What follows belongs to an exercise in optimizing a design on an open flow for small area, a short achievable clock period and few clock cycles per item; a production flow would make more cautious choices.
Only simulation tests tie the RTL to the original design; equivalence was not proved.
Power and IR drop assume default switching activity.

[flow/design.v]
package expr_token_pkg;
	typedef logic [2:0] tok_val_t;
	typedef enum logic [2:0] {
		OP_ADD = 3'd0,
		OP_SUB = 3'd1,
		OP_MUL = 3'd2,
		OP_ABS = 3'd3,
		OP_TWO = 3'd4
	} opcode_e;
	typedef logic signed [31:0] result_t;
endpackage
package expr_ctrl_pkg;
	typedef enum logic {
		PREFIX  = 1'b0,
		POSTFIX = 1'b1
	} notation_e;
endpackage
`timescale 1ns/10ps
module expr_alu (
	input  logic                     ninv,   
	input  logic                     qinv,   
	input  logic                     cin,
	input  expr_token_pkg::result_t  p,
	input  expr_token_pkg::result_t  q,
	input  expr_token_pkg::result_t  mcand,
	input  logic [5:0]               bsel,   
	input  expr_token_pkg::result_t  acc,
	output expr_token_pkg::result_t  t,      
	output expr_token_pkg::result_t  y_mul
);
	typedef expr_token_pkg::result_t word_t;
	logic [32:0] tc;
	assign tc = {p ^ {32{ninv}}, 1'b1} + {q, cin};
	assign t  = tc[32:1];
	logic  one0, two0, neg0, one1, two1, use_acc;
	word_t r0, r1;
	logic [32:0] cpa;
	assign {one0, two0, neg0, one1, two1, use_acc} = bsel;
	assign r0 = ({32{one0}} & mcand | {32{two0}} & (mcand << 1)) ^ {32{neg0}};
	assign r1 = {32{one1}} & (mcand << 2) | {32{two1}} & (mcand << 3) | {32{use_acc}} & acc;
	assign cpa   = {r0, 1'b1} + {r1, neg0};
	assign y_mul = cpa[32:1];
endmodule
`timescale 1ns/10ps
module stack_evaluator (
	input  logic       pmode,      
	input  logic       drn,        
	input  logic       c0v,
	input  logic [3:0] c0,         
	input  logic       c1v,
	input  logic [3:0] c1,
	input  logic       ov0,        
	input  logic       oh0,        
	input  logic [2:0] oop0,
	output logic       alu_go,
	output logic       cfg_sx,     
	output logic [2:0] aop,
	output logic [1:0] ncons,
	output logic       push_x,
	output logic       ld_c0,
	output logic       ld_c1,
	output logic       o_push,
	output logic       o_push_has,
	output logic       o_set_has
);
	always_comb begin
		alu_go     = 1'b0;
		cfg_sx     = 1'b0;
		aop        = c0[2:0];
		ncons      = 2'd0;
		push_x     = 1'b0;
		ld_c0      = 1'b0;
		ld_c1      = 1'b0;
		o_push     = 1'b0;
		o_push_has = 1'b0;
		o_set_has  = 1'b0;
		if (pmode) begin
			if (c0v && c0[3]) begin
				alu_go = 1'b1;
				cfg_sx = 1'b1;
				aop    = c0[2:0];
				ncons  = 2'd1;
			end else if (c0v && c1v && c1[3]) begin
				alu_go = 1'b1;
				aop    = c1[2:0];
				ncons  = 2'd2;
			end else if (c0v) begin
				push_x = 1'b1;
				ld_c0  = 1'b1;
				ncons  = 2'd1;
			end
		end else begin
			if (drn) begin
				alu_go = 1'b1;
				cfg_sx = 1'b1;
				aop    = oop0;
			end else if (c0v && c0[3] && c1v && !c1[3]) begin
				o_push     = 1'b1;
				o_push_has = 1'b1;
				push_x     = 1'b1;
				ld_c1      = 1'b1;
				ncons      = 2'd2;
			end else if (c0v && c0[3]) begin
				o_push = 1'b1;
				ncons  = 2'd1;
			end else if (c0v && !(ov0 && oh0)) begin
				push_x    = 1'b1;
				ld_c0     = 1'b1;
				o_set_has = 1'b1;
				ncons     = 2'd1;
			end else if (c0v) begin
				alu_go = 1'b1;
				aop    = oop0;
				ncons  = 2'd1;
			end
		end
	end
endmodule
`timescale 1ns/10ps
module expr_eval_top (
	input  logic                     clk_2,
	input  logic                     rst_n,
	input  logic                     in_valid,
	input  expr_token_pkg::tok_val_t tok_in,
	input  logic                     op_flag,
	input  logic                     mode,
	output logic                     out_valid,
	output expr_token_pkg::result_t  result
);
	localparam int NT = 16;
	localparam int NS = 9;   
	localparam int NC = 4;   
	localparam int NO = 9;   
	typedef expr_token_pkg::result_t word_t;
	logic       fr;          
	logic       en;          
	logic       pmode;       
	logic [3:0] wp;          
	logic [3:0] rp;          
	logic [4:0] rem;         
	logic       c0v, c1v, c2v, c3v;   
	logic [3:0] tbuf [0:NT-1];
	logic [3:0] c0, c1;      
	word_t         x;        
	logic          xv;       
	logic          xl;       
	logic          pb;       
	logic          xlast;    
	word_t         cs [0:NC-1];
	logic [2:0]    ls [0:NS-1];
	logic [NS-1:0] ts;       
	logic [NO-1:0] ov;       
	logic [NO-1:0] oh;       
	logic [2:0]    oop [0:NO-1];
	logic          drn;      
	logic          busy;     
	logic          absb;     
	word_t         acc;
	logic       qls_r;       
	logic       qtk_r;       
	logic       sub_r;       
	logic       pinv_r;      
	logic       qinv_r;      
	logic [4:0] opk_r;       
	logic       mcs_r;       
	logic [5:0] bsel_r;      
	logic       tok_new, ended;
	logic [3:0] pins;
	assign tok_new = in_valid & ~en;
	assign ended   = en | (fr & ~in_valid);
	assign pins    = {op_flag, tok_in};
	word_t s0;
	assign s0 = ts[0] ? cs[0] : {29'd0, ls[0]};
	logic       alu_go, cfg_sx, push_x, ld_c0, ld_c1;
	logic       o_push, o_push_has, o_set_has;
	logic [2:0] aop;
	logic [1:0] ncons;
	word_t p, q, y, t, y_mul, mcand;
	logic  is_mul, mul_slow, mul_setup, mul_iter, abs_setup, fin;
	logic  cs0_fit, x_fit, x_last;
	assign p = x;
	assign q = {{29{mcs_r}} & cs[0][31:3] | {29{qinv_r}},
	            {3{mcs_r}} & cs[0][2:0] | {3{qls_r}} & ls[0] | {3{qtk_r}} & (c0[2:0] ^ {3{qinv_r}})};
	assign cs0_fit = (cs[0][31:3] == 29'd0) || (cs[0][31:3] == {29{1'b1}});
	assign x_fit   = (x[31:3] == 29'd0) || (x[31:3] == {29{1'b1}});
	assign x_last  = xlast;
	assign is_mul    = alu_go && (aop == 3'd2);
	assign mul_slow  = cfg_sx && ts[0] && !xl;
	assign mul_setup = is_mul && mul_slow && !busy;
	assign mul_iter  = is_mul && mul_slow && busy && !x_last;
	assign abs_setup = alu_go && (aop == 3'd3) && !absb;
	assign fin       = alu_go && !mul_setup && !mul_iter && !abs_setup;
	assign mcand = mcs_r ? cs[0] : x;
	expr_alu u_alu (
		.ninv  (pinv_r),
		.qinv  (qinv_r),
		.cin   (sub_r),
		.p     (p),
		.q     (q),
		.mcand (mcand),
		.bsel  (bsel_r),
		.acc   (acc),
		.t     (t),
		.y_mul (y_mul)
	);
	logic sel_t, sel_m, sel_2, x_t;
	assign sel_t = opk_r[0] || opk_r[1];
	assign sel_m = opk_r[2];
	assign sel_2 = opk_r[3];
	assign y = {32{sel_t}} & t | {32{sel_m}} & y_mul | {32{sel_2}} & {t[30:0], 1'b0};
	assign x_t = (fin || abs_setup) && sel_t;
	assign result = out_valid ? x : '0;
	logic last_op, drained, comp, idle_fin, clr;
	assign last_op  = pmode || !ov[1];
	assign drained  = (ncons == 2'd2) ? !c2v : (ncons == 2'd1) ? !c1v : !c0v;
	assign comp     = fin && ended && drained && last_op;
	assign idle_fin = ended && !c0v && !busy && !drn;
	assign clr      = comp || idle_fin;
	logic [1:0] n;
	logic [4:0] rem_n;
	logic       do_push, do_pop, x_small, o_pop;
	assign n       = (mul_setup || mul_iter || abs_setup) ? 2'd0 : ncons;
	assign rem_n   = rem - {3'd0, n} + {4'd0, tok_new};
	assign do_push = push_x && xv;
	assign do_pop  = fin && cfg_sx;
	assign x_small = (x[31:3] == 29'd0);
	assign o_pop   = fin && !pmode;
	logic       pmode_d, drn_d, c0v_d, c1v_d, ov0_d, oh0_d, ts0_d, xl_d, pb_d, busy_d;
	logic [2:0] ls0_d;
	word_t      xn_d;    
	logic [3:0] c0_d, c1_d;
	logic [2:0] oop0_d;
	logic [3:0] b2, b3;
	logic [3:0] rp2, rp3;
	assign rp2 = rp + 4'd2;
	assign rp3 = rp + 4'd3;
	assign b2  = tbuf[rp2];
	assign b3  = tbuf[rp3];
	assign pmode_d = (in_valid && !fr) ? mode : pmode;
	logic c4v, c5v, c2v_d, c3v_d;
	logic [5:0] vth;
	assign c4v = (rem > 5'd4);
	assign c5v = (rem > 5'd5);
	assign vth = {c5v, c4v, c3v, c2v, c1v, c0v};
	always_comb begin
		c0v_d = 1'b0;
		c1v_d = 1'b0;
		c2v_d = 1'b0;
		c3v_d = 1'b0;
		if (!clr) begin
			case ({n, tok_new})
				3'b001: {c3v_d, c2v_d, c1v_d, c0v_d} = {vth[2:0], 1'b1};
				3'b000, 3'b011: {c3v_d, c2v_d, c1v_d, c0v_d} = vth[3:0];
				3'b010, 3'b101: {c3v_d, c2v_d, c1v_d, c0v_d} = vth[4:1];
				default: {c3v_d, c2v_d, c1v_d, c0v_d} = vth[5:2];
			endcase
		end
	end
	assign drn_d   = !clr && (o_pop ? (ov[1] && oh[1]) : drn);
	assign ov0_d   = !clr && (o_push ? 1'b1 : o_pop ? ov[1] : ov[0]);
	assign oh0_d   = o_push ? o_push_has : (o_pop || o_set_has) ? 1'b1 : oh[0];
	assign oop0_d  = o_push ? c0[2:0] : o_pop ? oop[1] : oop[0];
	assign ts0_d   = do_push ? !x_small : do_pop ? ts[1] : ts[0];
	assign ls0_d   = (do_push && x_small) ? x[2:0] : (do_pop && !ts[0]) ? ls[1] : ls[0];
	assign busy_d  = !clr && (mul_setup || mul_iter);
	always_comb begin
		case (n)
			2'd0: begin
				c0_d = c0v ? c0 : pins;
				c1_d = c1v ? c1 : pins;
			end
			2'd1: begin
				c0_d = c1v ? c1 : pins;
				c1_d = c2v ? b2 : pins;
			end
			default: begin
				c0_d = c2v ? b2 : pins;
				c1_d = c3v ? b3 : pins;
			end
		endcase
	end
	logic swap;
	assign swap = !x_fit && cs0_fit;
	always_comb begin
		xl_d = xl;
		pb_d = pb;
		xn_d = x;
		if (fin || abs_setup) begin
			xl_d = 1'b0;
		end else if (mul_setup) begin
			xl_d = 1'b0;
			pb_d = 1'b0;
			if (swap) xn_d = cs[0];
		end else if (mul_iter) begin
			pb_d = x[1];
			xn_d = x >>> 2;
		end else if (ld_c0) begin
			xl_d = 1'b1;
			xn_d = {29'd0, c0[2:0]};
		end else if (ld_c1) begin
			xl_d = 1'b1;
			xn_d = {29'd0, c1[2:0]};
		end
	end
	logic       nx_alu_go, nx_cfg_sx, nx_push_x, nx_ld_c0, nx_ld_c1;
	logic       nx_o_push, nx_o_push_has, nx_o_set_has;
	logic [2:0] nx_aop;
	logic [1:0] nx_ncons;
	stack_evaluator u_dec_next (
		.pmode      (pmode_d),
		.drn        (drn_d),
		.c0v        (c0v_d),
		.c0         (c0_d),
		.c1v        (c1v_d),
		.c1         (c1_d),
		.ov0        (ov0_d),
		.oh0        (oh0_d),
		.oop0       (oop0_d),
		.alu_go     (nx_alu_go),
		.cfg_sx     (nx_cfg_sx),
		.aop        (nx_aop),
		.ncons      (nx_ncons),
		.push_x     (nx_push_x),
		.ld_c0      (nx_ld_c0),
		.ld_c1      (nx_ld_c1),
		.o_push     (nx_o_push),
		.o_push_has (nx_o_push_has),
		.o_set_has  (nx_o_set_has)
	);
	logic       fx_cfg;
	logic [2:0] fx_aop;
	assign fx_cfg = pmode_d ? c0_d[3] : drn_d;
	assign fx_aop = !pmode_d ? oop0_d : c0_d[3] ? c0_d[2:0] : c1_d[2:0];
	always_ff @(posedge clk_2 or negedge rst_n) begin
		if (!rst_n) begin
			alu_go     <= 1'b0;
			cfg_sx     <= 1'b0;
			aop        <= 3'd0;
			ncons      <= 2'd0;
			push_x     <= 1'b0;
			ld_c0      <= 1'b0;
			ld_c1      <= 1'b0;
			o_push     <= 1'b0;
			o_push_has <= 1'b0;
			o_set_has  <= 1'b0;
		end else begin
			alu_go     <= nx_alu_go;
			cfg_sx     <= nx_cfg_sx;
			aop        <= nx_aop;
			ncons      <= nx_ncons;
			push_x     <= nx_push_x;
			ld_c0      <= nx_ld_c0;
			ld_c1      <= nx_ld_c1;
			o_push     <= nx_o_push;
			o_push_has <= nx_o_push_has;
			o_set_has  <= nx_o_set_has;
		end
	end
	logic [2:0] nd;
	logic [5:0] nx_bsel;
	always_comb begin
		if (!fx_cfg)   nd = c0_d[2:0];
		else if (!ts0_d)  nd = ls0_d;
		else              nd = xn_d[2:0];
		if (busy_d) begin
			nx_bsel = {xn_d[0] ^ pb_d,
			           (xn_d[1] & ~xn_d[0] & ~pb_d) | (~xn_d[1] & xn_d[0] & pb_d),
			           xn_d[1], 1'b0, 1'b0, 1'b1};
		end else begin
			nx_bsel = {nd[0], nd[1] & ~nd[0], nd[1], nd[2] ^ nd[1], nd[2] & nd[1], 1'b0};
		end
	end
	always_ff @(posedge clk_2) begin
		if (abs_setup) begin
			qls_r  <= 1'b0;
			qtk_r  <= 1'b0;
			sub_r  <= t[31];
			pinv_r <= t[31];
			qinv_r <= 1'b0;
		end else begin
			qls_r  <= fx_cfg && !ts0_d;
			qtk_r  <= !fx_cfg;
			sub_r  <= (fx_aop == 3'd1) || (fx_aop == 3'd4);
			pinv_r <= ((fx_aop == 3'd1) || (fx_aop == 3'd4)) && fx_cfg;
			qinv_r <= ((fx_aop == 3'd1) || (fx_aop == 3'd4)) && !fx_cfg;
		end
		opk_r  <= {fx_aop > 3'd4, fx_aop == 3'd4, fx_aop == 3'd2, fx_aop == 3'd3,
		           fx_aop == 3'd0 || fx_aop == 3'd1};
		mcs_r  <= fx_cfg && ts0_d && !abs_setup;
		bsel_r <= nx_bsel;
	end
	always_ff @(posedge clk_2 or negedge rst_n) begin
		if (!rst_n) begin
			fr        <= 1'b0;
			en        <= 1'b0;
			wp        <= '0;
			rp        <= '0;
			rem       <= '0;
			c0v       <= 1'b0;
			c1v       <= 1'b0;
			c2v       <= 1'b0;
			c3v       <= 1'b0;
			xv        <= 1'b0;
			ov        <= '0;
			drn       <= 1'b0;
			busy      <= 1'b0;
			absb      <= 1'b0;
			out_valid <= 1'b0;
		end else begin
			out_valid <= comp;
			c0v       <= c0v_d;
			c1v       <= c1v_d;
			c2v       <= c2v_d;
			c3v       <= c3v_d;
			drn       <= drn_d;
			if (clr) begin
				fr   <= 1'b0;
				en   <= 1'b0;
				wp   <= '0;
				rp   <= '0;
				rem  <= '0;
				xv   <= 1'b0;
				ov   <= '0;
				busy <= 1'b0;
				absb <= 1'b0;
			end else begin
				if (tok_new) begin
					fr <= 1'b1;
					wp <= wp + 4'd1;
				end
				if (fr && !in_valid) en <= 1'b1;
				rp   <= rp + {2'd0, n};
				rem  <= rem_n;
				busy <= busy_d;
				absb <= abs_setup;
				if (fin || push_x) xv <= 1'b1;
				if (o_push) begin
					ov <= {ov[NO-2:0], 1'b1};
				end else if (o_pop) begin
					ov <= {1'b0, ov[NO-1:1]};
				end
			end
		end
	end
	always_ff @(posedge clk_2) begin
		pmode <= pmode_d;
		c0    <= c0_d;
		c1    <= c1_d;
		xl    <= xl_d;
		pb    <= pb_d;
		xlast <= (xn_d[31:1] == 31'd0) || (xn_d[31:1] == {31{1'b1}});
		if (tok_new) tbuf[wp] <= pins;
	end
	always_ff @(posedge clk_2) begin
		x   <= {32{x_t}} & t
		     | {32{fin && sel_m}} & y_mul | {32{fin && sel_2}} & {t[30:0], 1'b0}
		     | {32{!fin && !abs_setup}} & xn_d;
		acc <= mul_setup ? '0 : y_mul;
		if (do_push) begin
			ts <= {ts[NS-2:0], !x_small};
			if (x_small) begin
				ls[0] <= x[2:0];
				for (int i = 1; i < NS; i++) ls[i] <= ls[i-1];
			end else begin
				cs[0] <= x;
				for (int i = 1; i < NC; i++) cs[i] <= cs[i-1];
			end
		end else if (do_pop) begin
			ts <= {1'b0, ts[NS-1:1]};
			if (ts[0]) begin
				for (int i = 0; i < NC - 1; i++) cs[i] <= cs[i+1];
			end else begin
				for (int i = 0; i < NS - 1; i++) ls[i] <= ls[i+1];
			end
		end else if (mul_iter) begin
			cs[0] <= cs[0] << 2;
		end else if (mul_setup) begin
			if (swap) cs[0] <= x;
		end
		if (o_push) begin
			oop[0] <= c0[2:0];
			oh[0]  <= o_push_has;
			for (int i = 1; i < NO; i++) begin
				oop[i] <= oop[i-1];
				oh[i]  <= oh[i-1];
			end
		end else if (o_pop) begin
			for (int i = 0; i < NO - 1; i++) begin
				oop[i] <= oop[i+1];
				oh[i]  <= oh[i+1];
			end
			oh[0] <= 1'b1;
		end else if (o_set_has) begin
			oh[0] <= 1'b1;
		end
	end
endmodule
[flow/flow/run.sh]
#!/bin/bash
# Standard layout, with timing repair aiming for more setup slack.
set -euo pipefail
bash standard.sh SETUP_SLACK_MARGIN=7 finish > standard_flow.log 2>&1
[flow/standard.sh]
#!/bin/bash
# synth_recipe.tcl (not shown) runs the flow's synth.tcl, then flattens the netlist and writes it again
# the make line also repeats each setting of config.mk as NAME=value (left out here)
make -C /OpenROAD-flow-scripts/flow DESIGN_CONFIG=/design/flow/config.mk WORK_HOME=/design/flow/orfs CLKGATE_MAP_FILE= SYNTH_SCRIPT=/design/flow/synth_recipe.tcl "${@:-finish}"
[flow/config.mk]
export PLATFORM = sky130hd
export DESIGN_NAME = expr_eval_top
export DESIGN_NICKNAME = expr_eval_top
export VERILOG_FILES = /design/flow/design.v
export SDC_FILE = /design/flow/constraint.sdc
export NUM_CORES = 4
export LEC_CHECK = 0
export CAP_MARGIN = 20
export CORE_MARGIN = 2
export CORE_UTILIZATION = 55
export PLACE_DENSITY = 0.75
export SLEW_MARGIN = 20
export TNS_END_PERCENT = 5
[flow/constraint.sdc]
create_clock -name core_clock -period 10.0 [get_ports {clk_2}]
set_input_delay 2.0000 -clock core_clock [delete_from_list [all_inputs] [get_ports {clk_2}]]
set_output_delay 2.0000 -clock core_clock [all_outputs]
set_load 0.01 [all_outputs]
==> flow_metrics.env, run 1 <==
export IMPL_yosysUniqueCellTypes=83
export IMPL_cp_end_kind="flip-flop"
export IMPL_clockPowerShare_pct=14.8
export IMPL_die_x_um=212
export IMPL_hold_viol=0
export IMPL_netlist_top_cells_area="edfxtp_1 (33%), dfxtp_1 (8.0%), mux2_2 (7.3%)"
export IMPL_wl_per_cell_um=24.3
export IMPL_pwr_share_comb_pct=59.6
export IMPL_area_growth_pct=16.6
export IMPL_maxSlewViolCount=0
export IMPL_fin_nets=2359
export IMPL_cpPeakStageDelay_ns=0.49
export IMPL_dr_pass1_iters=9
export IMPL_ys_flop_type="edfxtp_1"
export IMPL_synth_top_cell_by_area="edfxtp_1"
export IMPL_max_slew_margin_rel_pct=29.4
export IMPL_place_congestion=0.961
export IMPL_synth_top_area_share_pct=33.0
export IMPL_dp_cells=2710
export IMPL_min_period_ns=4.11
export IMPL_htree_levels=2
export IMPL_antenna_cells=0
export IMPL_crit_path_top_delay_cell="o211ai_1"
export IMPL_start_util_pct=55.5
export IMPL_finalSetupTns_ns=0
export IMPL_clkSlewWorstSetupHoldPaths_ns=0.06
export IMPL_clock_latency_ns=0.59
export IMPL_drt_iter0_drc=2203
export IMPL_drc=0
export IMPL_critPathKind="flip-flop to flip-flop"
export IMPL_outcome="complete, no violations"
export IMPL_setup_violations=0
export IMPL_rsz0062_at_grt="yes"
export IMPL_instances_no_fill=2883
export IMPL_synth_commonest_cells="edfxtp_1 (261), nor2_1 (164), mux2_2 (154)"
export IMPL_antenna_left=0
export IMPL_routed_via_density=6.59
export IMPL_syn_area_um2=23800
export IMPL_hold_depth=0
export IMPL_drive_gt1_share_pct=23.1
export IMPL_crit_chain="buf_12 -> buf_16 -> a222oi_1 -> inv_1 -> ha_4 -> nand2_4 -> o211ai_1 -> a211oi_2 -> or3_1 -> a211o_1 -> buf_6 -> a31oi_4 -> a221oi_2 -> xnor2_1 -> buf_4 -> nand2_1 -> o211ai_1"
export IMPL_place_hpwl_mm=45.6
export IMPL_swShare_pct=44.1
export IMPL_cts_buffers=42
export IMPL_min_period_over_period_pct=41.1
export IMPL_arrival_ns=4.53
export IMPL_syn_instance_count=2216
export IMPL_wl_mm=70.2
export IMPL_io_pin_count=41
export IMPL_root_buffer="clkbuf_16"
export IMPL_row_count=76
export IMPL_peakVddDrop_mv=0.226
export IMPL_overflow=0
export IMPL_place_port_buffers=40
export IMPL_cts_tree="done"
export IMPL_clock_sinks=401
export IMPL_synth_warnings=5
export IMPL_p_sw_w=0.00452
export IMPL_ys_ff_latch=401
export IMPL_die_area_um2=44900
export IMPL_p_leak_nw=10.8
export IMPL_power_frac_seq_pct=25.5
export IMPL_fmax_mhz=243
export IMPL_cp_required_ns=10.42
export IMPL_grt_max_degree=86
export IMPL_drv_cap=0
export IMPL_synth_most_common_cell="edfxtp_1"
export IMPL_p_int_w=0.00573
export IMPL_grt_usage_pct=31.4
export IMPL_fin_util_pct=64.7
export IMPL_fillers=3273
export IMPL_grt_pass1_vias=19000
export IMPL_ys_seq_area_share_pct=45.7
export IMPL_cp_start_kind="flip-flop"
export IMPL_vias=19000
export IMPL_core_um2=42900
export IMPL_async_flop_share_pct=11.2
export IMPL_die_y_um=212
export IMPL_skew_ns=0.0277
export IMPL_antenna_found_initial=0
export IMPL_reg2reg_depth=17
export IMPL_crit_top_cell="o211ai_1"
export IMPL_synth_edf_count=261
export IMPL_hold_path_class="flip-flop to flip-flop"
export IMPL_syn_nets=2310
export IMPL_cp_max_fo=6
export IMPL_p_per_area_nw_per_um2=370
export IMPL_cts_max_path_buffers=3
export IMPL_grt_first_pass_wirelength_mm=109
export IMPL_syn_area_per_cell_um2=10.7
export IMPL_worst_pin_slew_ns=1.06
[layer usage]
layer	wire, um	global-route usage [%]	vias to the layer above
li1	-	-	8464
met1	26600	38.7	9295
met4	4850	19.2	0
met2	33700	52.1	960
met5	0	0	-
met3	5040	4.61	289
[flip-flops by register name, indices dropped and copies added, names as in the netlist, 5 cells and up]
signal  count
x          32
tbuf       64
rem         5
oh          9
cs        128
bsel_r      6
acc        32
ov          9
oop        27
ls         27
ts          9
[power groups by stage]
| stage | logic [W] | clock network (W) | registers, W |
|---|---|---|---|
| 4_1_cts | 0.00576 | 0.00154 | 0.00259 |
| 3_3_place_gp | 0.00493 | 0 | 0.00260 |
| 3_5_place_dp | 0.00506 | 0 | 0.00261 |
| 2_1_floorplan | 0.00406 | 0 | 0.00231 |
| 6_report | 0.00611 | 0.00152 | 0.00262 |
| 5_1_grt | 0.00658 | 0.00161 | 0.00263 |
[cell type report]
type | instances | area (um2) | share of cell area [%]
clock inverter | 16 | 124 | 0.447
sequential | 401 | 10900 | 39.3
inverter | 85 | 332 | 1.20
multi-input combinational | 1577 | 12900 | 46.4
timing repair buffer | 158 | 1590 | 5.72
clock buffer | 61 | 1190 | 4.31
tap | 585 | 732 | 2.64
[critical path, delay by kind of cell (launching register included)]
kind,cells,cell delay [ns]
AOI/OAI and AO/OA,7,1.82
xor gates and xnor gates,1,0.14
adders and majority gates,1,0.32
buffers and inverters,5,0.74
DFF,1,0.39
and+or+nand+nor,3,0.54
[placed cells by master (no fill, tap or decap), types with 15 or more instances in the layout]
cell / n
a21oi_1: 115
nand3_1: 26
edfxtp_1: 261
mux2i_1: 36
ha_1: 66
a211oi_1: 19
nand2_1: 125
dfxtp_1: 69
o21ai_0: 57
a222oi_1: 39
dfxtp_2: 25
nor2_1: 156
a21o_1: 44
xnor2_1: 77
buf_4: 93
mux4_2: 28
clkdlybuf4s50_1: 29
clkbuf_16: 44
nand4_1: 23
and2_1: 64
a22oi_1: 43
mux2_2: 146
inv_1: 84
a31oi_1: 17
nor3_1: 25
o22ai_1: 46
nor2b_1: 17
dfrtp_1: 42
xor2_1: 57
nor4_1: 15
[logic make-up after synthesis]
logic type | after synthesis | synth area share [%]
AND/OR/NAND/NOR | 562 | 11.6
AO/OA/AOI/OAI | 556 | 16.2
flip-flops | 401 | 45.7
buffers and inverters | 239 | 3.97
multiplexers | 231 | 12.8
XOR/XNOR | 141 | 5.19
adder cells (fa/ha/maj) | 86 | 4.62
[repair_timing]
action,in CTS,in global routing
endpoints found under the hold margin,0,0
cloned,7,0
hold buffers,0,0
pin swaps,49,29
endpoints found under the setup margin,383,251
buffers inserted,68,21
gates resized for setup,200,29
[path summary, 6_finish.rpt]
kind / start / to / slack (ns)
min reg2reg: cs[2][24]$_DFFE_PP_ / cs[3][24]$_DFFE_PP_ / 0.44
max: mcs_r$_DFF_P_ / x[31]$_DFF_P_ / 5.89
min: cs[2][24]$_DFFE_PP_ / cs[3][24]$_DFFE_PP_ / 0.44
min in group asynchronous: rst_n / rem[3]$_DFF_PN0_ / 1.43
max in group asynchronous: rst_n / out_valid$_DFF_PN0_ / 8.12
max reg2reg: mcs_r$_DFF_P_ / x[31]$_DFF_P_ / 5.89
[through the flow]
stage | worst slack (ns) | power, W | hold WS, ns | cell area (um2)
after detailed placement | 4.47 | 0.00767 | 0.430 | 24700
after CTS | 6.09 | 0.00989 | 0.446 | 27400
after global routing | 5.82 | 0.0108 | 0.455 | 27700
final | 5.89 | 0.0102 | 0.445 | 27700
after floorplan | 5.86 | 0.00636 | 0.420 | 24100
after global placement | 4.65 | 0.00753 | 0.423 | 24700
Testbench counts, summed over its fixed seeds: cycles 22,062, frames 1,600.
==> inputs of run 2 (changes only) <==
--- a/flow/design.v
+++ b/flow/design.v
@@ -23,6 +23,7 @@
 	input  expr_token_pkg::result_t  p,
 	input  expr_token_pkg::result_t  q,
-	input  expr_token_pkg::result_t  mcand,
-	input  logic [5:0]               bsel,   
+	input  expr_token_pkg::result_t  mx,     
+	input  expr_token_pkg::result_t  mc,     
+	input  logic [9:0]               bsel,
 	input  expr_token_pkg::result_t  acc,
 	output expr_token_pkg::result_t  t,      
@@ -33,10 +34,12 @@
 	assign tc = {p ^ {32{ninv}}, 1'b1} + {q, cin};
 	assign t  = tc[32:1];
-	logic  one0, two0, neg0, one1, two1, use_acc;
+	logic  o0x, o0c, t0x, t0c, neg0, o1x, o1c, t1x, t1c, use_acc;
 	word_t r0, r1;
 	logic [32:0] cpa;
-	assign {one0, two0, neg0, one1, two1, use_acc} = bsel;
-	assign r0 = ({32{one0}} & mcand | {32{two0}} & (mcand << 1)) ^ {32{neg0}};
-	assign r1 = {32{one1}} & (mcand << 2) | {32{two1}} & (mcand << 3) | {32{use_acc}} & acc;
+	assign {o0x, o0c, t0x, t0c, neg0, o1x, o1c, t1x, t1c, use_acc} = bsel;
+	assign r0 = ({32{o0x}} & mx | {32{o0c}} & mc | {32{t0x}} & (mx << 1) | {32{t0c}} & (mc << 1))
+	          ^ {32{neg0}};
+	assign r1 = {32{o1x}} & (mx << 2) | {32{o1c}} & (mc << 2) | {32{t1x}} & (mx << 3)
+	          | {32{t1c}} & (mc << 3) | {32{use_acc}} & acc;
 	assign cpa   = {r0, 1'b1} + {r1, neg0};
 	assign y_mul = cpa[32:1];
@@ -164,5 +167,5 @@
 	logic [4:0] opk_r;       
 	logic       mcs_r;       
-	logic [5:0] bsel_r;      
+	logic [9:0] bsel_r;      
 	logic       tok_new, ended;
 	logic [3:0] pins;
@@ -176,5 +179,5 @@
 	logic [2:0] aop;
 	logic [1:0] ncons;
-	word_t p, q, y, t, y_mul, mcand;
+	word_t p, q, y, t, y_mul;
 	logic  is_mul, mul_slow, mul_setup, mul_iter, abs_setup, fin;
 	logic  cs0_fit, x_fit, x_last;
@@ -191,5 +194,4 @@
 	assign abs_setup = alu_go && (aop == 3'd3) && !absb;
 	assign fin       = alu_go && !mul_setup && !mul_iter && !abs_setup;
-	assign mcand = mcs_r ? cs[0] : x;
 	expr_alu u_alu (
 		.ninv  (pinv_r),
@@ -198,5 +200,6 @@
 		.p     (p),
 		.q     (q),
-		.mcand (mcand),
+		.mx    (x),
+		.mc    (cs[0]),
 		.bsel  (bsel_r),
 		.acc   (acc),
@@ -359,4 +362,6 @@
 	logic [2:0] nd;
 	logic [5:0] nx_bsel;
+	logic       nx_mcs;
+	assign nx_mcs = fx_cfg && ts0_d && !abs_setup;
 	always_comb begin
 		if (!fx_cfg)   nd = c0_d[2:0];
@@ -387,6 +392,9 @@
 		opk_r  <= {fx_aop > 3'd4, fx_aop == 3'd4, fx_aop == 3'd2, fx_aop == 3'd3,
 		           fx_aop == 3'd0 || fx_aop == 3'd1};
-		mcs_r  <= fx_cfg && ts0_d && !abs_setup;
-		bsel_r <= nx_bsel;
+		mcs_r  <= nx_mcs;
+		bsel_r <= {nx_bsel[5] & !nx_mcs, nx_bsel[5] & nx_mcs,
+		           nx_bsel[4] & !nx_mcs, nx_bsel[4] & nx_mcs, nx_bsel[3],
+		           nx_bsel[2] & !nx_mcs, nx_bsel[2] & nx_mcs,
+		           nx_bsel[1] & !nx_mcs, nx_bsel[1] & nx_mcs, nx_bsel[0]};
 	end
 	always_ff @(posedge clk_2 or negedge rst_n) begin
==> flow/flow/run.sh (replaced) <==
#!/bin/bash
# Standard layout, with timing repair aiming for more setup slack.
set -euo pipefail
bash standard.sh SETUP_SLACK_MARGIN=6 finish > standard_flow.log 2>&1
--- a/flow/config.mk
+++ b/flow/config.mk
@@ -11,3 +11,2 @@
 export PLACE_DENSITY = 0.75
 export SLEW_MARGIN = 20
-export TNS_END_PERCENT = 5
==> flow_metrics.env, run 2 <==
export IMPL_outcome="complete, no violations"
export IMPL_crit_start="out_valid$_DFF_PN0_"
export IMPL_synth_edf_count=261
export IMPL_antenna_found_initial=0
export IMPL_cts_max_path_buffers=3
export IMPL_yosysUniqueCellTypes=87
export IMPL_netlist_top_cells_area="edfxtp_1 (32%), dfxtp_1 (8.1%), mux2_2 (6.2%)"
export IMPL_drc=0
export IMPL_antenna_cells=0
export IMPL_ys_seq_area_share_pct=44.5
export IMPL_drv_cap=0
export IMPL_critPathKind="flip-flop to output pin"
export IMPL_synth_commonest_cells="edfxtp_1 (261), nor2_1 (179), nand2_1 (153)"
export IMPL_fillers=3453
export IMPL_async_flop_share_pct=11.1
export IMPL_p_sw_w=0.00493
export IMPL_place_congestion=0.980
export IMPL_fmax_mhz=251
export IMPL_setup_violations=0
export IMPL_row_count=77
export IMPL_p_per_area_nw_per_um2=394
export IMPL_cp_max_fo=13
export IMPL_clockPowerShare_pct=15.1
export IMPL_hold_viol=0
export IMPL_cts_buffers=44
export IMPL_clock_latency_ns=0.60
export IMPL_min_period_ns=3.98
export IMPL_final_common_cell="edfxtp_1"
export IMPL_place_hpwl_mm=47.9
export IMPL_top_regs="cs x128, tbuf x64"
export IMPL_power_frac_seq_pct=26.6
export IMPL_area_growth_pct=13.3
export IMPL_dr_pass1_iters=6
export IMPL_cts_tree="done"
export IMPL_vias=20300
export IMPL_syn_area_um2=24600
export IMPL_start_util_pct=55.6
export IMPL_clock_sinks=405
export IMPL_antenna_left=0
export IMPL_syn_area_per_cell_um2=10.4
export IMPL_grt_pass1_vias=20100
export IMPL_synth_top_cell_by_area="edfxtp_1"
export IMPL_r2r_slack_ns=6.07
export IMPL_die_area_um2=46400
export IMPL_grt_first_pass_wirelength_mm=114
export IMPL_reg2reg_depth=16
export IMPL_drt_iter0_drc=2528
export IMPL_io_pin_count=41
export IMPL_ys_ff_latch=405
export IMPL_r2r_start="cs[0][1]$_DFFE_PP_"
export IMPL_r2r_end="acc[31]$_SDFF_PN0_"
export IMPL_wl_mm=74.7
export IMPL_rsz0062_at_grt="yes"
export IMPL_maxSlewViolCount=0
export IMPL_max_slew_margin_rel_pct=27.4
export IMPL_fin_nets=2435
export IMPL_cp_start_kind="flip-flop"
export IMPL_htree_levels=2
export IMPL_grt_max_degree=75
export IMPL_place_port_buffers=40
export IMPL_arrival_ns=1.98
export IMPL_pwr_share_comb_pct=58.2
export IMPL_die_x_um=216
export IMPL_syn_instance_count=2355
export IMPL_wl_per_cell_um=25.2
export IMPL_critPathCapture="result[6]"
export IMPL_cp_required_ns=8.00
export IMPL_fin_ws_ns=6.02
export IMPL_overflow=0
export IMPL_core_um2=44200
export IMPL_clkSlewWorstSetupHoldPaths_ns=0.06
export IMPL_min_period_over_period_pct=39.8
export IMPL_largest_register_ff_count=128
export IMPL_largest_register="cs"
export IMPL_hold_path_class="flip-flop to flip-flop"
export IMPL_finalSetupTns_ns=0
export IMPL_ys_flop_type="edfxtp_1"
export IMPL_skew_ns=0.0196
export IMPL_p_leak_nw=10.7
export IMPL_dp_slack_ns=4.78
export IMPL_syn_nets=2449
export IMPL_routed_via_density=6.84
export IMPL_synth_top_area_share_pct=31.9
export IMPL_swShare_pct=44.8
export IMPL_peakVddDrop_mv=0.239
export IMPL_worst_pin_slew_ns=1.09
export IMPL_final_cell_mix="edfxtp_1 (261), nor2_1 (172), nand2_1 (150)"
export IMPL_p_int_w=0.00607
export IMPL_root_buffer="clkbuf_16"
export IMPL_synth_warnings=8
export IMPL_drive_gt1_share_pct=19.9
export IMPL_die_y_um=216
export IMPL_synth_most_common_cell="edfxtp_1"
export IMPL_grt_usage_pct=31.1
export IMPL_cp_end_kind="output pin"
[run 2: changes by cell type after synthesis, sizes merged, moves of 12 or more]
cell and change:
inv -29, nand3 +19, nor2 +15, a221oi +29, buf +21, a21o +14, clkbuf +22, nand2 +21
mux2 -17, a22o +25, and3 +12
[run 2: cell families (layout without fill, tap and decap cells)]
logic type / after synthesis / in the layout / synth area share [%]
compound gates: 625 / 625 / 18.0
xor+xnor: 140 / 140 / 4.98
fa+ha+maj: 86 / 86 / 4.46
buf+inv: 254 / 276 / 4.11
flops: 405 / 405 / 44.5
mux: 212 / 212 / 11.4
simple gates: 633 / 633 / 12.5
[run 2: worst min-delay path by stage]
stage / start / end / slack (ns) / cells after the start
floorplan: cs[2][0]$_DFFE_PP_ / cs[3][0]$_DFFE_PP_ / 0.42 / 0
global placement: ls[7][1]$_DFFE_PP_ / ls[8][1]$_DFFE_PP_ / 0.43 / 0
detailed placement: cs[2][11]$_DFFE_PP_ / cs[3][11]$_DFFE_PP_ / 0.43 / 0
CTS: cs[2][21]$_DFFE_PP_ / cs[3][21]$_DFFE_PP_ / 0.45 / 0
global route: cs[2][21]$_DFFE_PP_ / cs[3][21]$_DFFE_PP_ / 0.45 / 0
finish: cs[2][31]$_DFFE_PP_ / cs[3][31]$_DFFE_PP_ / 0.44 / 0
[run 2: repair_timing]
item | CTS | global route
endpoints found under the setup margin | 105 | 66
pin swaps | 13 | 29
gates cloned | 0 | 1
gates resized for setup | 71 | 74
setup buffers | 25 | 36
hold buffers | 0 | 0
[run 2: critical path, cell delays in order (launching register included)]
cell and delay (ns):
dfrtp_4 0.49, buf_12 0.15, and2_1 0.18, clkdlybuf4s50_1 0.56
[run 2: layer usage]
metal  vias up  wire length, um  GRT usage [%]
li1       8934                -              -
met4         0             4930           19.4
met5         -                0              0
met1      9894            28300           38.8
met2      1148            35000           50.7
met3       321             6460           5.26
[run 2: area by class of cell]
type,count,area [um2],share of cell area [%]
well taps,592,741,2.66
repair buffers,137,1220,4.39
multi-input cells,1696,13200,47.4
clock buffers,55,1190,4.28
clock inverters,27,273,0.978
flip-flops and latches,405,11000,39.4
inverters,57,233,0.834
[run 2: through the flow]
stage | hold WS (ns) | utilization (%) | total power, W | cells | instance area (um2)
floorplan | 0.420 | - | 0.00708 | 2355 | 24700
global placement | 0.425 | 57.3 | 0.00834 | 2825 | 25300
detailed placement | 0.430 | 57.3 | 0.00848 | 2825 | 25300
CTS | 0.446 | 61.6 | 0.0105 | 2932 | 27200
global route | 0.450 | 63.1 | 0.0116 | 2969 | 27900
finish | 0.443 | 63.1 | 0.0110 | 2969 | 27900
[run 2: power groups by stage]
| stage | registers [W] | clock network, W | logic, W |
|---|---|---|---|
| floorplan | 0.00254 | 0 | 0.00454 |
| detailed placement | 0.00293 | 0 | 0.00555 |
| global route | 0.00297 | 0.00174 | 0.00691 |
| CTS | 0.00290 | 0.00168 | 0.00588 |
| finish | 0.00293 | 0.00166 | 0.00641 |
| global placement | 0.00291 | 0 | 0.00543 |
Testbench counts of run 2, summed over its fixed seeds: cycles 22,062, frames 1,600.
==> inputs of run 3 (changes only) <==
--- a/flow/config.mk
+++ b/flow/config.mk
@@ -8,5 +8,5 @@
 export CAP_MARGIN = 20
 export CORE_MARGIN = 2
-export CORE_UTILIZATION = 55
-export PLACE_DENSITY = 0.75
+export CORE_UTILIZATION = 60
+export PLACE_DENSITY = 0.85
 export SLEW_MARGIN = 20
==> flow_metrics.env, run 3 <==
export IMPL_worst_pin_slew_ns=1.05
export IMPL_syn_instance_count=2355
export IMPL_ys_flop_type="edfxtp_1"
export IMPL_die_x_um=207
export IMPL_synth_top_area_share_pct=31.9
export IMPL_crit_start="cs[0][23]$_DFFE_PP_"
export IMPL_crit_path_top_delay_cell="edfxtp_1"
export IMPL_cp_max_fo=11
export IMPL_maxSlewViolCount=0
export IMPL_cpPeakStageDelay_ns=0.79
export IMPL_p_int_w=0.00605
export IMPL_final_cell_mix="edfxtp_1 (261), nor2_1 (172), nand2_1 (150)"
export IMPL_final_common_cell="edfxtp_1"
export IMPL_yosysUniqueCellTypes=87
export IMPL_async_flop_share_pct=11.1
export IMPL_crit_chain="nand4_1 -> or4_1 -> o22a_1 -> or4_1 -> o21ai_1 -> a21o_1 -> nand4_1 -> o22a_1 -> nor4_1 -> a31o_1"
export IMPL_critPathCapture="xlast$_DFF_P_"
export IMPL_max_slew_margin_rel_pct=28.8
export IMPL_skew_ns=0.0281
export IMPL_place_hpwl_mm=51.5
export IMPL_r2r_start="cs[0][23]$_DFFE_PP_"
export IMPL_place_port_buffers=40
export IMPL_r2r_end="xlast$_DFF_P_"
export IMPL_dr_pass1_iters=9
export IMPL_cp_required_ns=10.52
export IMPL_clock_latency_ns=0.60
export IMPL_syn_area_per_cell_um2=10.4
export IMPL_start_util_pct=60.5
export IMPL_antenna_left=0
export IMPL_arrival_ns=4.63
export IMPL_largest_register_ff_count=128
export IMPL_io_pin_count=41
export IMPL_hold_worst_slack_ns=0.443
export IMPL_cts_buffers=43
export IMPL_antenna_found_initial=2
export IMPL_finalSetupTns_ns=0
export IMPL_synth_edf_count=261
export IMPL_hold_depth=0
export IMPL_power_frac_seq_pct=26.4
export IMPL_routed_via_density=7.06
export IMPL_outcome="complete, no violations"
export IMPL_cp_end_kind="flip-flop"
export IMPL_cts_tree="done"
export IMPL_wl_per_cell_um=26.8
export IMPL_top_regs="cs x128, tbuf x64"
export IMPL_hold_path_class="flip-flop to flip-flop"
export IMPL_syn_area_um2=24600
export IMPL_place_congestion=1.04
export IMPL_clock_sinks=405
export IMPL_fin_nets=2444
export IMPL_grt_pass1_vias=20000
export IMPL_critPathKind="flip-flop to flip-flop"
export IMPL_cp_start_kind="flip-flop"
export IMPL_swShare_pct=46.7
export IMPL_area_growth_pct=12.7
export IMPL_rsz0062_at_grt="yes"
export IMPL_p_sw_w=0.00530
export IMPL_min_period_over_period_pct=41.1
export IMPL_die_area_um2=42600
export IMPL_pwr_share_comb_pct=59.6
export IMPL_r2r_slack_ns=5.89
export IMPL_row_count=74
export IMPL_ys_seq_area_share_pct=44.5
export IMPL_die_y_um=207
export IMPL_p_per_area_nw_per_um2=409
export IMPL_core_um2=40600
export IMPL_syn_nets=2449
export IMPL_drive_gt1_share_pct=20.1
export IMPL_hold_viol=0
export IMPL_finalPower_w=0.0114
export IMPL_grt_first_pass_wirelength_mm=117
export IMPL_cts_max_path_buffers=3
export IMPL_largest_register="cs"
export IMPL_min_period_ns=4.11
export IMPL_fmax_mhz=243
export IMPL_htree_levels=2
export IMPL_grt_usage_pct=36.3
export IMPL_dp_slack_ns=4.71
export IMPL_peakVddDrop_mv=0.298
export IMPL_synth_commonest_cells="edfxtp_1 (261), nor2_1 (179), nand2_1 (153)"
export IMPL_wl_mm=78.2
export IMPL_drt_iter0_drc=3093
export IMPL_grt_max_degree=84
export IMPL_overflow=0
export IMPL_synth_warnings=8
export IMPL_p_leak_nw=10.7
export IMPL_synth_most_common_cell="edfxtp_1"
export IMPL_fin_ws_ns=5.89
export IMPL_synth_top_cell_by_area="edfxtp_1"
export IMPL_setup_violations=0
export IMPL_reg2reg_depth=10
export IMPL_netlist_top_cells_area="edfxtp_1 (32%), dfxtp_1 (8.1%), mux2_2 (6.2%)"
export IMPL_root_buffer="clkbuf_16"
export IMPL_drv_cap=0
export IMPL_hold_buffers=0
export IMPL_ys_ff_latch=405
export IMPL_vias=20600
export IMPL_clockPowerShare_pct=14.1
export IMPL_drc=0
export IMPL_clkSlewWorstSetupHoldPaths_ns=0.06
-- run 3: cell counts after synthesis --
Identical to the previous run, type by type.
-- run 3: worst min path at each step --
| stage | from | to | slack, ns |
|---|---|---|---|
| after floorplan | cs[2][0]$_DFFE_PP_ | cs[3][0]$_DFFE_PP_ | 0.42 |
| after global placement | cs[2][0]$_DFFE_PP_ | cs[3][0]$_DFFE_PP_ | 0.42 |
| after detailed placement | cs[2][22]$_DFFE_PP_ | cs[3][22]$_DFFE_PP_ | 0.43 |
| after CTS | cs[2][22]$_DFFE_PP_ | cs[3][22]$_DFFE_PP_ | 0.44 |
| after global routing | cs[2][27]$_DFFE_PP_ | cs[3][27]$_DFFE_PP_ | 0.45 |
| final | ls[7][1]$_DFFE_PP_ | ls[8][1]$_DFFE_PP_ | 0.44 |
-- run 3: critical path, delay by kind of cell (launching register included) --
family / cells / cell delay, ns
AOI/OAI and AO/OA: 5 / 1.28
DFF: 1 / 0.79
and+or+nand+nor: 5 / 1.95
-- run 3: power groups by stage --
stage / logic [W] / clock network [W] / registers [W]
floorplan: 0.00454 / 0 / 0.00254
global placement: 0.00563 / 0 / 0.00297
detailed placement: 0.00578 / 0 / 0.00299
CTS: 0.00607 / 0.00161 / 0.00297
global route: 0.00719 / 0.00167 / 0.00301
finish: 0.00676 / 0.00160 / 0.00299
-- run 3: kinds of logic after synthesis --
logic type / Yosys count / synth area share (%)
simple gates: 633 / 12.5
compound gates: 625 / 18.0
flops: 405 / 44.5
buf+inv: 254 / 4.11
mux: 212 / 11.4
xor+xnor: 140 / 4.98
fa+ha+maj: 86 / 4.46
-- run 3: cell type report --
type / instances / area [um2]
multi-input combinational: 1697 / 13200
clock buffer: 52 / 1110
sequential: 405 / 11000
inverter: 57 / 229
fill: 2887 / 12900
antenna: 1 / 2.50
tap: 532 / 666
timing repair buffer: 146 / 1270
clock inverter: 27 / 267
-- run 3: routing by layer --
metal  vias to the layer above  GRT usage (%)  share of wire, %
met3                       403           6.23               9.7
met4                         0           28.1               8.9
li1                       8957              -                 -
met5                         -              0                 0
met2                      1452           58.5                46
met1                      9777           43.4                35
-- run 3: per-stage QoR --
stage               cells  cell area [um2]  utilization (%)
floorplan            2355            24700                -
global placement     2764            25200             62.1
detailed placement   2764            25200             62.1
CTS                  2865            27000             66.5
global route         2916            27700             68.2
finish               2917            27700             68.2
-- run 3: repair_timing --
| item | in CTS | in global routing |
|---|---|---|
| pin swaps | 10 | 32 |
| endpoints found under the setup margin | 116 | 76 |
| resized for setup | 79 | 59 |
| buffers inserted | 21 | 51 |
| gates cloned | 1 | 0 |
==> inputs of run 4 (changes only) <==
--- a/flow/design.v
+++ b/flow/design.v
@@ -331,8 +331,4 @@
 		.o_set_has  (nx_o_set_has)
 	);
-	logic       fx_cfg;
-	logic [2:0] fx_aop;
-	assign fx_cfg = pmode_d ? c0_d[3] : drn_d;
-	assign fx_aop = !pmode_d ? oop0_d : c0_d[3] ? c0_d[2:0] : c1_d[2:0];
 	always_ff @(posedge clk_2 or negedge rst_n) begin
 		if (!rst_n) begin
@@ -363,7 +359,7 @@
 	logic [5:0] nx_bsel;
 	logic       nx_mcs;
-	assign nx_mcs = fx_cfg && ts0_d && !abs_setup;
+	assign nx_mcs = nx_cfg_sx && ts0_d && !abs_setup;
 	always_comb begin
-		if (!fx_cfg)   nd = c0_d[2:0];
+		if (!nx_cfg_sx)   nd = c0_d[2:0];
 		else if (!ts0_d)  nd = ls0_d;
 		else              nd = xn_d[2:0];
@@ -384,12 +380,12 @@
 			qinv_r <= 1'b0;
 		end else begin
-			qls_r  <= fx_cfg && !ts0_d;
-			qtk_r  <= !fx_cfg;
-			sub_r  <= (fx_aop == 3'd1) || (fx_aop == 3'd4);
-			pinv_r <= ((fx_aop == 3'd1) || (fx_aop == 3'd4)) && fx_cfg;
-			qinv_r <= ((fx_aop == 3'd1) || (fx_aop == 3'd4)) && !fx_cfg;
+			qls_r  <= nx_cfg_sx && !ts0_d;
+			qtk_r  <= !nx_cfg_sx;
+			sub_r  <= (nx_aop == 3'd1) || (nx_aop == 3'd4);
+			pinv_r <= ((nx_aop == 3'd1) || (nx_aop == 3'd4)) && nx_cfg_sx;
+			qinv_r <= ((nx_aop == 3'd1) || (nx_aop == 3'd4)) && !nx_cfg_sx;
 		end
-		opk_r  <= {fx_aop > 3'd4, fx_aop == 3'd4, fx_aop == 3'd2, fx_aop == 3'd3,
-		           fx_aop == 3'd0 || fx_aop == 3'd1};
+		opk_r  <= {nx_aop > 3'd4, nx_aop == 3'd4, nx_aop == 3'd2, nx_aop == 3'd3,
+		           nx_aop == 3'd0 || nx_aop == 3'd1};
 		mcs_r  <= nx_mcs;
 		bsel_r <= {nx_bsel[5] & !nx_mcs, nx_bsel[5] & nx_mcs,
--- a/flow/config.mk
+++ b/flow/config.mk
@@ -8,5 +8,5 @@
 export CAP_MARGIN = 20
 export CORE_MARGIN = 2
-export CORE_UTILIZATION = 60
-export PLACE_DENSITY = 0.85
+export CORE_UTILIZATION = 55
+export PLACE_DENSITY = 0.75
 export SLEW_MARGIN = 20
==> flow_metrics.env, run 4 <==
export IMPL_yosysUniqueCellTypes=85
export IMPL_die_x_um=216
export IMPL_peakVddDrop_mv=0.236
export IMPL_cts_buffers=44
export IMPL_crit_top_cell="buf_4"
export IMPL_finalSetupTns_ns=0
export IMPL_synth_top_area_share_pct=31.6
export IMPL_top_layer_used="met4"
export IMPL_wl_met3_mm=7.48
export IMPL_area_growth_pct=14.0
export IMPL_clkSlewWorstSetupHoldPaths_ns=0.07
export IMPL_cpPeakStageDelay_ns=0.56
export IMPL_largest_register="cs"
export IMPL_die_area_um2=46800
export IMPL_rsz0062_at_grt="yes"
export IMPL_top_regs="cs x128, tbuf x64"
export IMPL_syn_instance_count=2393
export IMPL_outcome="complete, no violations"
export IMPL_cp_required_ns=10.53
export IMPL_syn_area_per_cell_um2=10.4
export IMPL_row_count=77
export IMPL_cp_buffers_inverters=2
export IMPL_htree_levels=2
export IMPL_grt_pass1_vias=20300
export IMPL_cts_tree="done"
export IMPL_min_period_over_period_pct=42.9
export IMPL_root_buffer="clkbuf_16"
export IMPL_place_congestion=1.03
export IMPL_hold_path_class="flip-flop to flip-flop"
export IMPL_cp_end_kind="flip-flop"
export IMPL_netlist_top_cells_area="edfxtp_1 (32%), dfxtp_1 (8.0%), mux2_2 (5.9%)"
export IMPL_place_port_buffers=40
export IMPL_overflow=0
export IMPL_max_slew_margin_rel_pct=28.4
export IMPL_grt_first_pass_wirelength_mm=117
export IMPL_worst_pin_slew_ns=1.07
export IMPL_ys_flop_type="edfxtp_1"
export IMPL_met1Wirelength_mm=30.3
export IMPL_async_flop_share_pct=11.1
export IMPL_place_hpwl_mm=49.2
export IMPL_grt_max_degree=65
export IMPL_arrival_ns=4.82
export IMPL_drc=0
export IMPL_synth_top_cell_by_area="edfxtp_1"
export IMPL_hold_viol=0
export IMPL_p_leak_nw=11.2
export IMPL_cp_max_fo=24
export IMPL_wl_mm=76.2
export IMPL_core_um2=44300
export IMPL_fin_util_pct=63.8
export IMPL_grt_usage_pct=32.0
export IMPL_routed_via_density=6.82
export IMPL_largest_register_ff_count=128
export IMPL_fin_nets=2483
export IMPL_p_per_area_nw_per_um2=384
export IMPL_ys_seq_area_share_pct=44.2
export IMPL_placed_area_um2=25600
export IMPL_start_util_pct=55.9
export IMPL_dp_cells=2860
export IMPL_setup_violations=0
export IMPL_syn_nets=2487
export IMPL_cp_start_kind="flip-flop"
export IMPL_synth_edf_count=261
export IMPL_drt_iter0_drc=2819
export IMPL_instances_no_fill=3016
export IMPL_drive_gt1_share_pct=21.4
export IMPL_critical_path_top_delay_family="compound AO/OA/AOI/OAI gates"
export IMPL_hold_worst_slack_ns=0.445
export IMPL_vias=20600
export IMPL_wl_met2_mm=33.8
export IMPL_final_cell_mix="edfxtp_1 (261), nor2_1 (185), a21oi_1 (146)"
export IMPL_io_pin_count=41
export IMPL_maxSlewViolCount=0
export IMPL_drv_cap=0
export IMPL_clock_sinks=405
export IMPL_final_common_cell="edfxtp_1"
export IMPL_clock_latency_ns=0.59
export IMPL_fmax_mhz=233
export IMPL_dr_pass1_iters=8
export IMPL_min_period_ns=4.29
export IMPL_antenna_found_initial=0
export IMPL_crit_chain="buf_4 -> nor4_2 -> nand4_1 -> o2bb2a_1 -> a211o_2 -> nor3_2 -> buf_4 -> a311oi_1 -> nor4_1 -> nand4b_1 -> o32ai_1 -> a41o_1"
export IMPL_syn_area_um2=24800
export IMPL_crit_path_top_delay_cell="a211o_2"
export IMPL_critPathKind="flip-flop to flip-flop"
export IMPL_cts_max_path_buffers=3
export IMPL_antenna_cells=0
export IMPL_ys_ff_latch=405
export IMPL_antenna_left=0
export IMPL_skew_ns=0.0268
export IMPL_final_area_um2=28300
export IMPL_synth_most_common_cell="edfxtp_1"
export IMPL_wl_per_cell_um=25.2
export IMPL_synth_commonest_cells="edfxtp_1 (261), nor2_1 (193), clkbuf_1 (169)"
export IMPL_die_y_um=216
export IMPL_synth_warnings=8
[run 4: layer usage]
layer / up-vias / track usage [%]
met5: - / 0
met4: 0 / 18.2
met3: 322 / 6.62
met2: 1254 / 49.1
met1: 9951 / 42.2
li1: 9046 / -
[run 4: what timing repair did]
| action | 4_1_cts | 5_1_grt |
|---|---|---|
| endpoints found under the setup margin | 113 | 66 |
| pin swaps | 37 | 37 |
| gates cloned | 2 | 0 |
| gates resized for setup | 107 | 74 |
| setup buffers | 40 | 33 |
| hold buffers | 0 | 0 |
| endpoints found under the hold margin | 0 | 0 |
[run 4: metrics by stage]
stage	power, W	setup WS, ns
finish	0.0108	5.71
global route	0.0115	5.69
CTS	0.0104	5.93
detailed placement	0.00844	4.61
global placement	0.00831	4.69
floorplan	0.00702	5.49
[run 4: where the power goes]
group | switching [W] | leakage (nW) | internal [W]
clock | 0.000698 | 0.691 | 0.000912
combinational | 0.00360 | 6.73 | 0.00266
sequential | 0.000619 | 3.80 | 0.00235
[run 4: cell type report]
class	instances	area, um2
multi-input cells	1717	13400
repair buffers	159	1390
inverters	62	253
flip-flops and latches	405	11000
well taps	592	741
fillers	3505	16100
clock inverters	19	173
clock buffers	62	1250
[run 4: worst paths after layout]
path	start	end	slack, ns	cells past startpoint
max in group asynchronous	rst_n	out_valid$_DFF_PN0_	8.02	2
worst max-delay path	cs[0][7]$_DFFE_PP_	xlast$_DFF_P_	5.71	12
worst min-delay path	cs[2][25]$_DFFE_PP_	cs[3][25]$_DFFE_PP_	0.45	0
worst min register to register	cs[2][25]$_DFFE_PP_	cs[3][25]$_DFFE_PP_	0.45	0
worst max register to register	cs[0][7]$_DFFE_PP_	xlast$_DFF_P_	5.71	12
min in group asynchronous	rst_n	wp[1]$_DFFE_PN0P_	1.50	2
[run 4: cell families after synthesis]
logic type	count (synthesis)	share of synthesized area, %
adder cells (fa/ha/maj)	86	4.43
AND/OR/NAND/NOR	602	11.8
buffers and inverters	272	4.18
flip-flops	405	44.2
XOR/XNOR	138	4.88
AO/OA/AOI/OAI	665	19.0
multiplexers	225	11.6
Testbench counts of run 4, summed over its fixed seeds: cycles 22,062, frames 1,600.
==> inputs of run 5 (changes only) <==
--- a/flow/design.v
+++ b/flow/design.v
@@ -213,5 +213,4 @@
 	assign y = {32{sel_t}} & t | {32{sel_m}} & y_mul | {32{sel_2}} & {t[30:0], 1'b0};
 	assign x_t = (fin || abs_setup) && sel_t;
-	assign result = out_valid ? x : '0;
 	logic last_op, drained, comp, idle_fin, clr;
 	assign last_op  = pmode || !ov[1];
@@ -411,6 +410,8 @@
 			absb      <= 1'b0;
 			out_valid <= 1'b0;
+			result    <= '0;
 		end else begin
 			out_valid <= comp;
+			result    <= comp ? y : '0;
 			c0v       <= c0v_d;
 			c1v       <= c1v_d;
==> flow_metrics.env, run 5 <==
export IMPL_r2r_end="pinv_r$_DFF_P_"
export IMPL_cts_max_path_buffers=3
export IMPL_grt_pass1_vias=22000
export IMPL_synth_warnings=8
export IMPL_place_congestion=1.01
export IMPL_outcome="complete, no violations"
export IMPL_area_growth_pct=16.0
export IMPL_wl_mm=83.9
export IMPL_worst_pin_slew_ns=1.08
export IMPL_hold_path_class="flip-flop to flip-flop"
export IMPL_finalSetupTns_ns=0
export IMPL_drt_iter0_drc=3473
export IMPL_place_hpwl_mm=53.0
export IMPL_max_slew_margin_rel_pct=27.9
export IMPL_final_cell_mix="nand2_1 (486), edfxtp_1 (261), a21oi_1 (192)"
export IMPL_synth_commonest_cells="nand2_1 (493), edfxtp_1 (261), a21oi_1 (205)"
export IMPL_hold_buffers=0
export IMPL_die_area_um2=49000
export IMPL_grtUsageMet2_pct=51.1
export IMPL_drc=0
export IMPL_antenna_left=0
export IMPL_drive_gt1_share_pct=17.4
export IMPL_routed_via_density=6.85
export IMPL_start_util_pct=55.8
export IMPL_multi_input_area_um2=14100
export IMPL_synth_top_area_share_pct=30.2
export IMPL_syn_area_per_cell_um2=9.57
export IMPL_drv_cap=0
export IMPL_r2r_slack_ns=6.02
export IMPL_skew_ns=0.0259
export IMPL_maxSlewViolCount=0
export IMPL_largest_register="cs"
export IMPL_core_um2=46600
export IMPL_cp_required_ns=10.52
export IMPL_place_port_buffers=40
export IMPL_netlist_top_cells_area="edfxtp_1 (30%), dfxtp_1 (7.6%), dfrtp_1 (7.4%)"
export IMPL_vias=22900
export IMPL_min_period_ns=4.06
export IMPL_p_leak_nw=12.2
export IMPL_ys_ff_latch=437
export IMPL_row_count=79
export IMPL_p_per_area_nw_per_um2=388
export IMPL_grt_util_met3_pct=6.98
export IMPL_cp_start_kind="input pin"
export IMPL_yosysUniqueCellTypes=89
export IMPL_grt_usage_pct=32.9
export IMPL_cp_end_kind="flip-flop"
export IMPL_reg2reg_depth=12
export IMPL_synth_top_cell_by_area="edfxtp_1"
export IMPL_setup_violations=0
export IMPL_hold_depth=0
export IMPL_clock_sinks=437
export IMPL_cts_buffers=49
export IMPL_htree_levels=2
export IMPL_antenna_cells=0
export IMPL_min_from="oop[7][1]$_DFFE_PP_"
export IMPL_r2r_start="rp[0]$_DFF_PN0_"
export IMPL_cp_max_fo=6
export IMPL_final_common_cell="nand2_1"
export IMPL_syn_area_um2=26000
export IMPL_synth_most_common_cell="nand2_1"
export IMPL_grt_first_pass_wirelength_mm=127
export IMPL_whs_endpoint="oop[8][1]$_DFFE_PP_"
export IMPL_ys_seq_area_share_pct=45.2
export IMPL_hold_viol=0
export IMPL_fillers=3627
export IMPL_peakVddDrop_mv=0.240
export IMPL_io_pin_count=41
export IMPL_regArea_um2=11800
export IMPL_fin_nets=2795
export IMPL_arrival_ns=4.59
export IMPL_synth_edf_count=261
export IMPL_min_period_over_period_pct=40.6
export IMPL_syn_nets=2806
export IMPL_finalPower_w=0.0117
export IMPL_grt_use_met1_pct=42.8
export IMPL_clock_latency_ns=0.62
export IMPL_root_buffer="clkbuf_16"
export IMPL_rsz0062_at_grt="yes"
export IMPL_dr_pass1_iters=9
export IMPL_die_x_um=221
export IMPL_async_flop_share_pct=17.6
export IMPL_clkSlewWorstSetupHoldPaths_ns=0.06
export IMPL_antenna_found_initial=1
export IMPL_ys_flop_type="edfxtp_1"
export IMPL_overflow=0
export IMPL_top_regs="cs x128, tbuf x64"
export IMPL_syn_instance_count=2712
export IMPL_wl_per_cell_um=25.1
export IMPL_grt_busiest_layer="met2"
export IMPL_die_y_um=221
export IMPL_largest_register_ff_count=128
export IMPL_grt_max_degree=99
export IMPL_cts_tree="done"
export IMPL_critPathKind="input pin to flip-flop"
export IMPL_fmax_mhz=246
-- run 5: cell count changes in the layout (fill, tap and decap cells not counted), moves of 19 or more --
| cell | previous run | this run |
|---|---|---|
| nor2_1 | 185 | 161 |
| mux2_2 | 129 | 33 |
| mux2i_1 | 57 | 36 |
| a221oi_1 | 46 | 27 |
| a21oi_1 | 146 | 192 |
| nand2_1 | 131 | 486 |
| dfrtp_1 | 41 | 74 |
-- run 5: cell families after synthesis --
family	share of synthesized area (%)
AND/OR/NAND/NOR	16.0
AO/OA/AOI/OAI	19.4
adder cells (fa/ha/maj)	4.23
flip-flops	45.2
XOR/XNOR	4.65
multiplexers	6.18
buffers and inverters	4.32
-- run 5: worst max-delay path, stage by stage --
cell	delay, ns
buf_8	0.10
nand2b_4	0.13
clkinv_8	0.07
ha_4	0.16
or2_4	0.26
a22o_4	0.24
a221oi_4	0.32
nor3_4	0.11
o2bb2ai_4	0.17
and2_4	0.17
a221o_1	0.40
xor2_2	0.22
o31ai_1	0.23
-- run 5: final cells by class --
type                       count  share of cell area (%)
timing repair buffer         170                    5.14
inverter                      56                   0.740
clock inverter                25                    1.01
clock buffer                  66                    4.52
sequential                   437                    39.1
multi-input combinational   1987                    46.9
tap                          607                    2.52
-- run 5: repair_timing --
item,CTS,global route
setup buffers,46,41
pin swaps,16,48
gates cloned,3,1
endpoints found under the setup margin,114,94
endpoints found under the hold margin,0,0
resized for setup,103,127
-- run 5: metrics by stage --
step | instances | cell area (um2) | util [%] | setup slack [ns] | hold slack [ns]
after floorplan | 2712 | 26200 | - | 5.50 | 0.422
after global placement | 3166 | 26700 | 57.4 | 4.46 | 0.427
after detailed placement | 3166 | 26700 | 57.4 | 4.33 | 0.437
after CTS | 3306 | 29200 | 62.7 | 6.00 | 0.449
after global routing | 3348 | 30100 | 64.7 | 5.87 | 0.448
final | 3348 | 30100 | 64.7 | 5.94 | 0.449
-- run 5: worst max-delay path by stage --
stage | cells after the start | endpoint | start | slack [ns]
3_3_place_gp | 14 | bsel_r[4]$_DFF_P_ | in_valid | 4.46
3_5_place_dp | 14 | bsel_r[3]$_DFF_P_ | in_valid | 4.33
2_1_floorplan | 11 | pinv_r$_DFF_P_ | in_valid | 5.50
6_report | 13 | pinv_r$_DFF_P_ | in_valid | 5.94
5_1_grt | 16 | result[17]$_DFF_PN0_ | qinv_r$_SDFF_PP0_ | 5.87
4_1_cts | 15 | result[25]$_DFF_PN0_ | qinv_r$_SDFF_PP0_ | 6.00
-- run 5: power by group --
part           total, W  leakage [nW]  internal [W]  switching [W]
clock network   0.00187         0.811       0.00109       0.000782
logic           0.00686          7.19       0.00279        0.00407
registers       0.00294          4.24       0.00243       0.000513
-- run 5: metal layers --
layer  wire (um)  vias to the layer above  share of wire (%)
met5          14                        -              0.017
met4        5060                        2                6.0
met3        8780                      333                 10
met2       38300                     1551                 46
met1       31700                    11100                 38
li1            -                     9997                  -
Testbench counts of run 5, summed over its fixed seeds: cycles 22,062, frames 1,600.

afterwards: timing with drivers on the ports:
In the flow no input, the clock included, has a driving cell. The finished layouts below were timed again as built, in two steps. Step 1 (the two cells are an assumption about what drives the block):
set clk [get_ports {clk_2}]
set_driving_cell -lib_cell sky130_fd_sc_hd__clkbuf_16 $clk
set_driving_cell -lib_cell sky130_fd_sc_hd__buf_2 [delete_from_list [all_inputs] $clk]
Step 2 times the ports against the registers' clock, not the clock port: input delays grow and output delays shrink by t, the midpoint of the rising clock arrivals with the driver on. Slacks: ideal / step 1 / step 2; pairs: ideal / step 1.
| run | t, ns | setup WS [ns] | worst setup path after step 2 | worst register clock-pin slew, ns | worst data-port slew with drivers (ns) |
|---|---|---|---|---|---|
| run 1 | 0.629 | 5.889 / 5.889 / 5.414 | input to register | 0.07 / 0.07 | 0.06 |
| run 2 | 0.641 | 6.018 / 5.964 / 5.647 | input to register | 0.07 / 0.07 | 0.03 |
| run 3 | 0.641 | 5.890 / 5.890 / 5.410 | input to register | 0.07 / 0.07 | 0.03 |
| run 4 | 0.643 | 5.706 / 5.706 / 5.179 | input to register | 0.07 / 0.07 | 0.05 |
| run 5 | 0.668 | 5.939 / 5.956 / 5.288 | input to register | 0.07 / 0.07 | 0.06 |
After both steps every run listed still meets setup and hold. The setup slack of run 5, which loses most, moves by +0.017 ns with the drivers and by -0.651 ns with both steps.
